From an optimization exercise on the open Yosys and OpenROAD flow, aimed at small area and a short achievable clock period; shortcuts taken in it are not production practice. The RTL was checked by simulation tests, not by an equivalence proof against the original design. Power is estimated from default activity; no workload was simulated.

## oak
## timerTop
module timerTop (
  input  wire                       CPUbus,
  input  wire                       arstN,
  input  wire                       hSel,
  input  wire [32-1:0]        hAddr,
  input  wire [1:0]                 hTrans,
  input  wire                       hWrite,
  input  wire [32-1:0]       hWdata,
  input  wire                       hReady,
  input  wire [2:0]                 evnt,
  output logic [32-1:0]      hRdata,
  output logic                      hReadyOut,
  output logic                      hResp,
  output logic [2-1:0]  pwm,
  output logic                      intr
);
  logic        wrEn, rdEn;
  logic        accept;
  assign accept    = hSel && hReady && hTrans[1];
  assign hReadyOut = 1'b1;
  assign hResp     = 1'b0;
  always_ff @(posedge CPUbus or negedge arstN) begin
    if (!arstN) begin
      wrEn <= 1'b0;
      rdEn <= 1'b0;
    end else begin
      wrEn <= accept && hWrite;
      rdEn <= accept && !hWrite;
    end
  end
  logic [18:0] rdSel;
  always_ff @(posedge CPUbus) begin
    rdSel[0] <= hAddr[7:2] == 6'd0;
    rdSel[1] <= hAddr[7:2] == 6'd1;
    rdSel[2] <= hAddr[7:2] == 6'd2;
    rdSel[3] <= hAddr[7:2] == 6'd3;
    rdSel[4] <= hAddr[7:2] == 6'd4;
    rdSel[5] <= hAddr[7:2] == 6'd16;
    rdSel[6] <= hAddr[7:2] == 6'd17;
    rdSel[7] <= hAddr[7:2] == 6'd18;
    rdSel[8] <= hAddr[7:2] == 6'd19;
    rdSel[9]  <= hAddr[7:2] == 6'd6;
    rdSel[10] <= hAddr[7:2] == 6'd7;
    rdSel[11] <= hAddr[7:2] == 6'd8;
    rdSel[12] <= hAddr[7:2] == 6'd9;
    rdSel[13] <= hAddr[7:2] == 6'd10;
    rdSel[14] <= hAddr[7:2] == 6'd11;
    rdSel[15] <= hAddr[7:2] == 6'd12;
    rdSel[16] <= hAddr[7:2] == 6'd14;
    rdSel[17] <= hAddr[7:2] == 6'd5;
    rdSel[18] <= hAddr[7:2] == 6'd13;
  ...
clock: 5.5 ns
lec_check: 0
cap_margin: 20
core_margin: 2
core_utilization: 50
cts_cluster_diameter: 80
cts_cluster_size: 24
setup_slack_margin: 2.5
slew_margin: 20
tns_end_percent: 5
standard.sh (not shown) runs the stock make flow with config.mk's settings and CLKGATE_MAP_FILE= SYNTH_SCRIPT=/design/flow/synth_recipe.tcl, a recipe that flattens the netlist after the stock synthesis.
==> flow/flow/run.sh <==
#!/bin/bash
# Own layout flow: the standard flow, step by step, with the standard
# synthesis unchanged. The only difference from the standard layout is that
# every input and output port is buffered with a plain buf_2 instead of the
# buffer cell buffer_ports would otherwise pick. Each step's full output goes
# to its own log file here; ORFS also keeps its per-step logs under orfs/logs.
set -euo pipefail
export BUFFER_PORTS_ARGS="-buffer_cell sky130_fd_sc_hd__buf_2"
for step in synth floorplan place cts route finish; do
  bash standard.sh "$step" > "$step.log" 2>&1
done
#### Input delta (pine over oak)
Settings: CORE_UTILIZATION now 60, was 50; PLACE_DENSITY now 0.75, previously not set; TNS_END_PERCENT now 10, was 5.
--- outcome ---
Comparing oak and pine, worst ir drop on vdd is higher on oak.
Final net count for pine is higher than for oak.
Synthesis-to-layout area growth came out lower on pine than on oak.
Maximum clock frequency (pine over oak): decrease, 0.0043 GHz
Diff oak -> pine: utilization +11 points; non-filler instance count after layout lost about 2.4%; power has remained practically unchanged; global-route wire length before repair now smaller.
Summary of pine over oak: non-clock buffer count moved up; hold slack level.
[inputs] birch vs pine
Settings: GPL_ROUTABILITY_DRIVEN newly set to 0; TNS_END_PERCENT changed from 10 to 5; CORE_UTILIZATION changed from 60 to 50; PLACE_DENSITY removed (was 0.75).
birch finished all stages; the layout is clean. Against pine, birch comes in 0.10 ns lower on largest incremental delay on the critical path. Between birch and pine, total detailed-routing wirelength is higher for birch, pine comes in under that. Taking pine as the reference, in birch setup slack saw an increase, non-clock buffer total of the final layout went down by 18, relative slew slack decreased by 1.5 points relative to the old numbers, clock-pin slew of the registers on the worst-case setup and hold paths has remained practically unchanged. pine has a lower sum of routed wire segments on met1 than birch. Of birch and pine, the run reporting the lower layout-stage area growth over the synthesis result was pine.
For maple, these inputs were changed with respect to birch:
Settings: a change of TNS_END_PERCENT from 5 to 10; a deleted GPL_ROUTABILITY_DRIVEN that had been 0.
==> flow/flow/run.sh <==
#!/bin/bash
# Own layout flow: the standard flow (standard synthesis unchanged), with
# every input and output port buffered by a plain buf_2 instead of the buffer
# cell buffer_ports would pick by itself. Each tool's output goes to its own
# log file here; ORFS keeps its per-step logs under orfs/logs.
set -euo pipefail
export BUFFER_PORTS_ARGS="-buffer_cell sky130_fd_sc_hd__buf_2"
bash standard.sh synth > synth.log 2>&1
bash standard.sh finish > layout.log 2>&1
Notes after the runs:
- Diff maple..birch | post-synthesis compound-gate area fraction | unchanged
- As far as path depth of the worst reg2reg path goes, birch and maple are indistinguishable; the numbers are identical.
- For wire length after detailed routing, birch and maple come out practically identical.
- Compared maple against birch; signed area change from the synthesized netlist to the final layout within noise.
- On routed length on met1, birch tracks maple almost exactly.
- Worst hold slack essentially unchanged between birch and maple.
- In terms of ratio of routed vias to standard cells, maple and birch differ only marginally.
- Of birch and maple, maple shows the lower worst setup slack, with birch above it.
- NOTE total number of vias birch->maple decreased slightly
- maple vs. birch: power ~0 delta, post-route non-filler standard cell count ~0 delta.

-- afterwards: timing with drivers on the ports --
In the flow no input, the clock included, has a driving cell. The finished layouts below were timed again as built, in two steps.
Step 1: set_driving_cell puts a clkbuf_16 on CPUbus and a buf_2 on each other input, an assumption about the parent block.
Step 2 moves the port delays by t, midway between the first and last clock arrival at a register: inputs arrive t later, outputs are due t later. That takes back most of the time a late clock gives input paths.
Three values: ideal, step 1, step 2; two values: the first two.
| run | shift t [ns] | slack for setup (ns) | worst data-port slew with drivers (ns) |
|---|---|---|---|
| oak | 0.619 | 2.481 / 2.423 / 2.290 | 0.05 |
| pine | 0.599 | 2.441 / 2.387 / 2.254 | 0.05 |
| birch | 0.619 | 2.481 / 2.423 / 2.290 | 0.05 |
| maple | 0.618 | 2.478 / 2.420 / 2.279 | 0.05 |
After both steps every run listed still meets setup and hold. The setup slack of maple, which loses most, moves by -0.058 ns with the drivers and by -0.199 ns with both steps.
